Source: an optimization exercise on an open RTL-to-GDS flow (aim: small area and a short achievable clock period). Production flows keep margins and buffers that such runs may drop.
In this exercise RTL edits were held to simulation tests only and were not proved equivalent to the original.
Power is estimated from default activity; no workload was simulated.

## oak
==> flow/design.v (excerpt) <==
module xbar_top (
	input  logic                    clk,
	input  logic                    rst,
	input  logic                    in_valid0,
	input  logic [8-1:0] in_ctrl0,
	input  logic [16-1:0] in_data0,
	input  logic                    in_valid1,
	input  logic [8-1:0] in_ctrl1,
	input  logic [16-1:0] in_data1,
	input  logic                    in_valid2,
	input  logic [8-1:0] in_ctrl2,
	input  logic [16-1:0] in_data2,
	input  logic                    in_valid3,
	input  logic [8-1:0] in_ctrl3,
	input  logic [16-1:0] in_data3,
	output logic                    in_full0,
	output logic                    in_full1,
	output logic                    in_full2,
	output logic                    in_full3,
	output logic                    out_wr0,
	output logic [8-1:0] out_ctrl0,
	output logic [16-1:0] out_data0,
	output logic                    out_wr1,
	output logic [8-1:0] out_ctrl1,
	output logic [16-1:0] out_data1,
	output logic                    out_wr2,
	output logic [8-1:0] out_ctrl2,
	output logic [16-1:0] out_data2,
	output logic                    out_wr3,
	output logic [8-1:0] out_ctrl3,
	output logic [16-1:0] out_data3
);
Size in the first run: ~210 I/O pins, ~36000 um2 of cells after synthesis.
clock: 4.0 ns
lec_check: 0
abc_clock_period_in_ps: 2000
cap_margin: 20
core_margin: 2
core_utilization: 60
cts_cluster_diameter: 80
cts_cluster_size: 25
place_density: 0.7
setup_slack_margin: 1.95
slew_margin: 20
standard.sh (not shown) runs the stock make flow with config.mk's settings and CLKGATE_MAP_FILE= SYNTH_SCRIPT=/design/flow/synth_recipe.tcl, a recipe that flattens the netlist after the stock synthesis.
==> flow/flow/run.sh <==
#!/bin/bash
# Own layout flow: the standard flow (standard synthesis unchanged), with the
# port buffers made from plain buf_2 cells instead of the delay buffer that
# buffer_ports picks on its own. Every tool's output goes to the ORFS logs under
# orfs/logs/, and make's own output to flow_make.log in the work folder.
set -euo pipefail
export BUFFER_PORTS_ARGS="-buffer_cell sky130_fd_sc_hd__buf_2"
bash standard.sh finish > flow_make.log 2>&1
The following lists how pine was set up differently from oak:
Settings: CTS_CLUSTER_SIZE removed (was 25); CORE_UTILIZATION changed from 60 to 45; PLACE_DENSITY changed from 0.7 to 0.6; CTS_CLUSTER_DIAMETER removed (was 80).
### Flow results
Re half-perimeter wire length after detailed placement: pine is about 6% up on oak. For number of CTS-inserted buffers, dividing the value from pine by the value from oak gives 2.1. The non-clock buffer contribution to total cell area in pine was higher than what oak gave. Reported for oak and pine, fraction of synthesized cell area in xor and xnor cells turned out identical to the last digit. Looking at die area, pine sits above oak. Looking at data required time at the worst endpoint, pine sits 1.34 ns below oak. Going from oak to pine, layout overhead on the synthesized area grows by 7.0 points. | sequential share of layout area | higher: oak |. Post-route total power, oak and pine: larger value in pine. Looking at share of the clock period used by the worst path, pine sits 0.35 points lower than oak does.

========
The RTL this note starts from:
==> flow/design.v <==
module ingress_queue #(
	parameter int DEPTH  = 8,
	parameter int CTRL_W = 8,
	parameter int DATA_W = 16,
	parameter int PORTS  = 4,
	parameter int DEST_W = 2
) (
	input  logic                     clk,
	input  logic                     rst,
	input  logic                     wr_en,
	input  logic [CTRL_W-1:0]        din_ctrl,
	input  logic [DATA_W-1:0]        din_data,
	input  logic                     rd_en,
	output logic [CTRL_W+DATA_W-1:0] dout,
	output logic [PORTS-1:0]         req,
	output logic                     full
);
	localparam int W = CTRL_W + DATA_W;
	localparam int R = DEPTH - 1;  
	logic [W-1:0]     head;
	logic [W-1:0]     mem [R];
	logic [R-1:0]     wptr;
	logic [R-1:0]     rptr;
	logic [R-1:0]     wptr_nx;
	logic [R-1:0]     rptr_nx;
	logic             mem_ne;    
	logic             push;
	logic             pop;
	logic             ne;
	logic             mem_wr;
	logic             mem_rd;
	logic             head_ld;
	logic             mem_last;
	logic             mem_afull;
	logic [W-1:0]     din;
	logic [W-1:0]     mem_head;
	logic [PORTS-1:0] req_in;
	logic [PORTS-1:0] req_mem;
	assign din     = {din_ctrl, din_data};
	assign wptr_nx = {wptr[R-2:0], wptr[R-1]};
	assign rptr_nx = {rptr[R-2:0], rptr[R-1]};
	assign push   = wr_en && !full;
	assign pop    = rd_en;
	assign ne     = |req;
	assign head_ld = pop || !ne;
	assign mem_wr = push && ne && (mem_ne || !pop);
	assign mem_rd = pop && mem_ne;
	assign mem_last  = |(rptr_nx & wptr);
	assign mem_afull = |(wptr_nx & rptr);
	always_comb begin
		mem_head = '0;
		for (int k = 0; k < R; k++) begin
			mem_head = mem_head | ({W{rptr[k]}} & mem[k]);
		end
	end
	always_comb begin
		req_in  = '0;
		req_mem = '0;
		req_in[din_ctrl[DEST_W-1:0]]             = push;
		req_mem[mem_head[DATA_W +: DEST_W]]      = 1'b1;
	end
	assign dout = head;
	always_ff @(posedge clk) begin
		if (head_ld) begin
			head <= mem_ne ? mem_head : din;
		end
		for (int k = 0; k < R; k++) begin
			if (mem_wr && wptr[k]) begin
				mem[k] <= din;
			end
		end
	end
	always_ff @(posedge clk or negedge rst) begin
		if (!rst) begin
			wptr   <= R'(1);
			rptr   <= R'(1);
			mem_ne <= 1'b0;
			full   <= 1'b0;
			req    <= '0;
		end else begin
			if (mem_wr) begin
				wptr <= wptr_nx;
			end
			if (mem_rd) begin
				rptr <= rptr_nx;
			end
			mem_ne <= mem_wr || (mem_ne && !(mem_rd && mem_last));
			full   <= (full && !mem_rd) || (mem_wr && !mem_rd && mem_afull);
			if (head_ld) begin
				req <= mem_ne ? req_mem : req_in;
			end
		end
	end
endmodule
module port_scheduler #(
	parameter int PORTS = 4
) (
	input  logic [PORTS*PORTS-1:0] req,    
	output logic [PORTS*PORTS-1:0] grant,  
	output logic [PORTS-1:0]       grant_valid,
	output logic [PORTS-1:0]       rd_en
);
	logic [PORTS*PORTS-1:0] seen;  
	always_comb begin
		for (int o = 0; o < PORTS; o++) begin
			seen[o*PORTS] = 1'b0;
			for (int i = 1; i < PORTS; i++) begin
				seen[o*PORTS + i] = seen[o*PORTS + i - 1] | req[(i-1)*PORTS + o];
			end
			for (int i = 0; i < PORTS; i++) begin
				grant[o*PORTS + i] = req[i*PORTS + o] & ~seen[o*PORTS + i];
			end
			grant_valid[o] = seen[o*PORTS + PORTS - 1] | req[(PORTS-1)*PORTS + o];
		end
		for (int i = 0; i < PORTS; i++) begin
			rd_en[i] = 1'b0;
			for (int o = 0; o < PORTS; o++) begin
				rd_en[i] = rd_en[i] | grant[o*PORTS + i];
			end
		end
	end
endmodule
module crossbar_switch #(
	parameter int PORTS  = 4,
	parameter int CTRL_W = 8,
	parameter int DATA_W = 16
) (
	input  logic                             clk,
	input  logic                             rst,
	input  logic [PORTS*(CTRL_W+DATA_W)-1:0] head,
	input  logic [PORTS*PORTS-1:0]           grant,
	input  logic [PORTS-1:0]                 grant_valid,
	output logic [PORTS-1:0]                 out_wr,
	output logic [PORTS*(CTRL_W+DATA_W)-1:0] out_cell
);
	localparam int W = CTRL_W + DATA_W;
	logic [PORTS*W-1:0] sel;
	always_comb begin
		for (int o = 0; o < PORTS; o++) begin
			sel[o*W +: W] = {W{!grant_valid[o]}} & out_cell[o*W +: W];
			for (int i = 0; i < PORTS; i++) begin
				sel[o*W +: W] = sel[o*W +: W] | ({W{grant[o*PORTS + i]}} & head[i*W +: W]);
			end
		end
	end
	always_ff @(posedge clk or negedge rst) begin
		if (!rst) begin
			out_wr   <= '0;
			out_cell <= '0;
		end else begin
			out_wr   <= grant_valid;
			out_cell <= sel;
		end
	end
endmodule
module xbar_top (
	input  logic                    clk,
	input  logic                    rst,
	input  logic                    in_valid0,
	input  logic [8-1:0] in_ctrl0,
	input  logic [16-1:0] in_data0,
	input  logic                    in_valid1,
	input  logic [8-1:0] in_ctrl1,
	input  logic [16-1:0] in_data1,
	input  logic                    in_valid2,
	input  logic [8-1:0] in_ctrl2,
	input  logic [16-1:0] in_data2,
	input  logic                    in_valid3,
	input  logic [8-1:0] in_ctrl3,
	input  logic [16-1:0] in_data3,
	output logic                    in_full0,
	output logic                    in_full1,
	output logic                    in_full2,
	output logic                    in_full3,
	output logic                    out_wr0,
	output logic [8-1:0] out_ctrl0,
	output logic [16-1:0] out_data0,
	output logic                    out_wr1,
	output logic [8-1:0] out_ctrl1,
	output logic [16-1:0] out_data1,
	output logic                    out_wr2,
	output logic [8-1:0] out_ctrl2,
	output logic [16-1:0] out_data2,
	output logic                    out_wr3,
	output logic [8-1:0] out_ctrl3,
	output logic [16-1:0] out_data3
);
	localparam int P  = 4;
	localparam int CW = 8;
	localparam int DW = 16;
	localparam int W  = CW + DW;
	logic [P-1:0]   in_valid;
	logic [P-1:0]   in_full;
	logic [P*CW-1:0] in_ctrl;
	logic [P*DW-1:0] in_data;
	logic [P*W-1:0] head;
	logic [P*P-1:0] req;
	logic [P*P-1:0] grant;
	logic [P-1:0]   grant_valid;
	logic [P-1:0]   rd_en;
	logic [P-1:0]   out_wr;
	logic [P*W-1:0] out_cell;
	assign in_valid = {in_valid3, in_valid2, in_valid1, in_valid0};
	assign in_ctrl  = {in_ctrl3, in_ctrl2, in_ctrl1, in_ctrl0};
	assign in_data  = {in_data3, in_data2, in_data1, in_data0};
	assign {in_full3, in_full2, in_full1, in_full0} = in_full;
	assign {out_wr3, out_wr2, out_wr1, out_wr0}     = out_wr;
	assign {out_ctrl3, out_data3} = out_cell[3*W +: W];
	assign {out_ctrl2, out_data2} = out_cell[2*W +: W];
	assign {out_ctrl1, out_data1} = out_cell[1*W +: W];
	assign {out_ctrl0, out_data0} = out_cell[0*W +: W];
	for (genvar i = 0; i < P; i++) begin : g_queue
		ingress_queue u_queue (
			.clk      (clk),
			.rst      (rst),
			.wr_en    (in_valid[i]),
			.din_ctrl (in_ctrl[i*CW +: CW]),
			.din_data (in_data[i*DW +: DW]),
			.rd_en    (rd_en[i]),
			.dout     (head[i*W +: W]),
			.req      (req[i*P +: P]),
			.full     (in_full[i])
		);
	end
	port_scheduler u_sched (
		.req         (req),
		.grant       (grant),
		.grant_valid (grant_valid),
		.rd_en       (rd_en)
	);
	crossbar_switch u_switch (
		.clk         (clk),
		.rst         (rst),
		.head        (head),
		.grant       (grant),
		.grant_valid (grant_valid),
		.out_wr      (out_wr),
		.out_cell    (out_cell)
	);
endmodule
==> flow/config.mk <==
export PLATFORM = sky130hd
export DESIGN_NAME = xbar_top
export DESIGN_NICKNAME = xbar_top
export VERILOG_FILES = /design/flow/design.v
export SDC_FILE = /design/flow/constraint.sdc
export NUM_CORES = 4
export LEC_CHECK = 0
export ABC_CLOCK_PERIOD_IN_PS = 1500
export CAP_MARGIN = 20
export CORE_MARGIN = 2
export CORE_UTILIZATION = 60
export CTS_CLUSTER_DIAMETER = 80
export CTS_CLUSTER_SIZE = 25
export PLACE_DENSITY = 0.7
export SETUP_SLACK_MARGIN = 1.9
export SLEW_MARGIN = 20
==> flow/constraint.sdc <==
create_clock -name core_clock -period 4.0 [get_ports {clk}]
set_input_delay 0.8000 -clock core_clock [delete_from_list [all_inputs] [get_ports {clk}]]
set_output_delay 0.8000 -clock core_clock [all_outputs]
set_load 0.01 [all_outputs]
Scripts as last shown in full above: flow/flow/run.sh
==> next run, changes <==
==> flow/run.sh (new file) <==
#!/bin/bash
# synth_recipe.tcl (not shown) runs the flow's synth.tcl, then flattens the netlist and writes it again
# the make line also repeats each setting of config.mk as NAME=value (left out here)
make -C /OpenROAD-flow-scripts/flow DESIGN_CONFIG=/design/flow/config.mk WORK_HOME=/design/flow/orfs CLKGATE_MAP_FILE= SYNTH_SCRIPT=/design/flow/synth_recipe.tcl finish
ABC_CLOCK_PERIOD_IN_PS = 2000   (was 1500)
SETUP_SLACK_MARGIN = 1.95   (was 1.9)
removed: flow/flow/run.sh
removed: flow/standard.sh
=> The new run ran to the end with no violations. Final cell count rises by 2.7%. Via count rises by 4.3%. Count of clock-buffer cells in the layout falls by 1. Die area does not change. Worst setup slack gets worse by 0.069 ns. Non-clock buffer count rises by 81. First-iteration DRC count rises by 13%.

========
run 1:
Another version of the RTL of xbar_top (not shown whole).
Size in the first run: about 950 flip-flops, roughly 210 I/O pins, roughly 37000 sq um of cells after synthesis.
export LEC_CHECK = 0
export ABC_CLOCK_PERIOD_IN_PS = 2000
export CAP_MARGIN = 20
export CORE_MARGIN = 2
export CORE_UTILIZATION = 45
export PLACE_DENSITY = 0.6
export SETUP_SLACK_MARGIN = 2.0
export SLEW_MARGIN = 20
create_clock -name core_clock -period 4.0 [get_ports {clk}]
run.sh (not shown) runs the stock make flow with config.mk's settings and CLKGATE_MAP_FILE= SYNTH_SCRIPT=/design/flow/synth_recipe.tcl, a recipe that flattens the netlist after the stock synthesis.
Stock flow here: none of the scripts above is used.
Input-level comparison between run 2 and run 1:
# run 1
export LEC_CHECK = 0
export ABC_CLOCK_PERIOD_IN_PS = 2000
export CAP_MARGIN = 20
export CORE_MARGIN = 2
export CORE_UTILIZATION = 45
export PLACE_DENSITY = 0.6
export SETUP_SLACK_MARGIN = 2.0
export SLEW_MARGIN = 20
create_clock -name core_clock -period 4.0 [get_ports {clk}]
# run 2
export LEC_CHECK = 0
export ABC_CLOCK_PERIOD_IN_PS = 1600
export CAP_MARGIN = 20
export CORE_MARGIN = 2
export CORE_UTILIZATION = 45
export PLACE_DENSITY = 0.6
export SETUP_SLACK_MARGIN = 2.4
export SLEW_MARGIN = 20
create_clock -name core_clock -period 4.0 [get_ports {clk}]
- Run 2 has completed all stages; timing, DRC and antenna checks passed.
- Going from run 1 to run 2, flip-flop and latch share of the layout cell area decreased 4.9 points, final non-filler cell total increased 241, cell area increased 9.0%, post-route fraction of the period consumed by the critical path increased 1.3 points.
- Diff run 1..run 2 | number of buffer cells added on primary ports | unchanged
- Run 2 vs. run 1: worst setup slack shrank by 0.051 ns, multi-input gate share of the layout cell area went up by 1.7 points, quantity of gates resized following cts rose by 82%.
- Looking at startpoint of the most critical setup path, the u_switch.out_cell[91] result is from run 1; the g_queue[0].u_queue.req[1] one comes from run 2.
- Run 2 reports its uppermost metal layer occupied by signal nets as met5 while run 1 reports met4.
### run 2 -> run 3
# run 2
export LEC_CHECK = 0
export ABC_CLOCK_PERIOD_IN_PS = 1600
export CAP_MARGIN = 20
export CORE_MARGIN = 2
export CORE_UTILIZATION = 45
export PLACE_DENSITY = 0.6
export SETUP_SLACK_MARGIN = 2.4
export SLEW_MARGIN = 20
create_clock -name core_clock -period 4.0 [get_ports {clk}]
# run 3
export LEC_CHECK = 0
export CAP_MARGIN = 20
export CORE_MARGIN = 2
export CORE_UTILIZATION = 45
export PLACE_DENSITY = 0.6
export SLEW_MARGIN = 20
create_clock -name core_clock -period 4.0 [get_ports {clk}]
Notes after the runs:
Run 3 against run 2: combinational power now sits lower, area occupied by multi-input gates now sits lower.
[diff] total power, run 3 relative to run 2: regression
Run 3 against run 2: die extent in y held steady, clock network fraction of total power grew by 1.7 points, routed wire length shrank by about 20%, portion of the clock cycle consumed by the worst path in the final layout grew by 24 points.
Changes in run 4 relative to run 3:
# run 3
export LEC_CHECK = 0
export CAP_MARGIN = 20
export CORE_MARGIN = 2
export CORE_UTILIZATION = 45
export PLACE_DENSITY = 0.6
export SLEW_MARGIN = 20
create_clock -name core_clock -period 4.0 [get_ports {clk}]
# run 4
export LEC_CHECK = 0
export ABC_CLOCK_PERIOD_IN_PS = 2000
export CAP_MARGIN = 20
export CORE_MARGIN = 2
export CORE_UTILIZATION = 60
export PLACE_DENSITY = 0.7
export SETUP_SLACK_MARGIN = 1.95
export SLEW_MARGIN = 20
create_clock -name core_clock -period 4.0 [get_ports {clk}]
Findings:
| switching power of the nets | run 4 vs run 3 | better |
Summary: with run 3 as the reference, routability congestion estimate in run 4 moved up by a little under 10%.
Taking run 3 as the reference, in run 4 hold slack shows a reduction of 0.0083 ns; number of enable-type register cells in the synthesized netlist ~0 delta; post-route non-filler standard cell count lower.
Die area of run 4 falls short of that of run 3 by more than 10%.
Total inserted antenna cells (run 4 over run 3): increase, 2
Core utilization: run 4 higher than run 3
Edits applied to the flow inputs when going from run 4 to run 5:
# run 4
export LEC_CHECK = 0
export ABC_CLOCK_PERIOD_IN_PS = 2000
export CAP_MARGIN = 20
export CORE_MARGIN = 2
export CORE_UTILIZATION = 60
export PLACE_DENSITY = 0.7
export SETUP_SLACK_MARGIN = 1.95
export SLEW_MARGIN = 20
create_clock -name core_clock -period 4.0 [get_ports {clk}]
# run 5
export LEC_CHECK = 0
export ABC_CLOCK_PERIOD_IN_PS = 2000
export CAP_MARGIN = 20
export CORE_MARGIN = 2
export CORE_UTILIZATION = 60
export CTS_CLUSTER_DIAMETER = 80
export CTS_CLUSTER_SIZE = 25
export PLACE_DENSITY = 0.7
export SETUP_SLACK_MARGIN = 1.95
export SLEW_MARGIN = 20
create_clock -name core_clock -period 4.0 [get_ports {clk}]
Findings:
Run 5 was carried through to the last stage, and its layout satisfied the timing, design-rule and antenna checks. Changes observed in run 5 relative to run 4: cell count lost 84; number of global-route vias before repair lost about 2.7%; internal portion of total power lost 18%. Global router's overall resource usage (run 5 over run 4): decrease, 0.71 points. Cell leakage power on run 5 is ahead of run 4. Worst-case hold slack | run 5 above run 4. Summary of the comparison: area added between synthesis and finish is lower in run 5, relative to run 4. Between run 5 and run 4, it is run 5 whose final standard cell utilization of the core is lower, by 3.2 points. | wire length | run 5 vs run 4 | 0.90% lower |. Across both runs, worst setup slack was higher for run 5 than for run 4.

[static timing again, ports no longer ideal]
How much do the figures lean on ideal ports? The routed layouts below were timed once more, with nothing changed but the port constraints.
Step 1 sets driving cells, clkbuf_16 on the clock port and buf_2 on the other inputs (assumed; they add their load-dependent delay and slew).
Step 2 moves the port delays by t, midway between the first and last clock arrival at a register: inputs arrive t later, outputs are due t later. That takes back most of the time a late clock gives input paths.
a / b / c = ideal ports / drivers / drivers and shift; a / b = the first two.
run	t, ns	slack for setup (ns)	hold WS [ns]
oak	0.674	1.871 / 1.859 / 1.566	0.194 / 0.189 / 0.524
pine	0.726	1.885 / 1.817 / 1.510	0.063 / 0.041 / 0.509
the first run of note 2	0.674	1.884 / 1.840 / 1.495	0.043 / 0.017 / 0.543
the second run of note 2	0.685	1.815 / 1.815 / 1.321	0.246 / 0.217 / 0.562
run 1	0.705	1.918 / 1.851 / 1.348	0.176 / 0.145 / 0.526
run 2	0.722	1.867 / 1.814 / 1.390	0.103 / 0.108 / 0.534
run 3	0.728	0.909 / 0.909 / 0.909	0.142 / 0.121 / 0.513
run 4	0.718	1.743 / 1.786 / 1.067	0.134 / 0.108 / 0.536
run 5	0.684	1.880 / 1.855 / 1.310	0.166 / 0.142 / 0.538
After both steps every run listed still meets setup and hold. For run 4, which loses most, drivers alone change the setup slack by +0.043 ns; drivers and shift together by -0.676 ns.
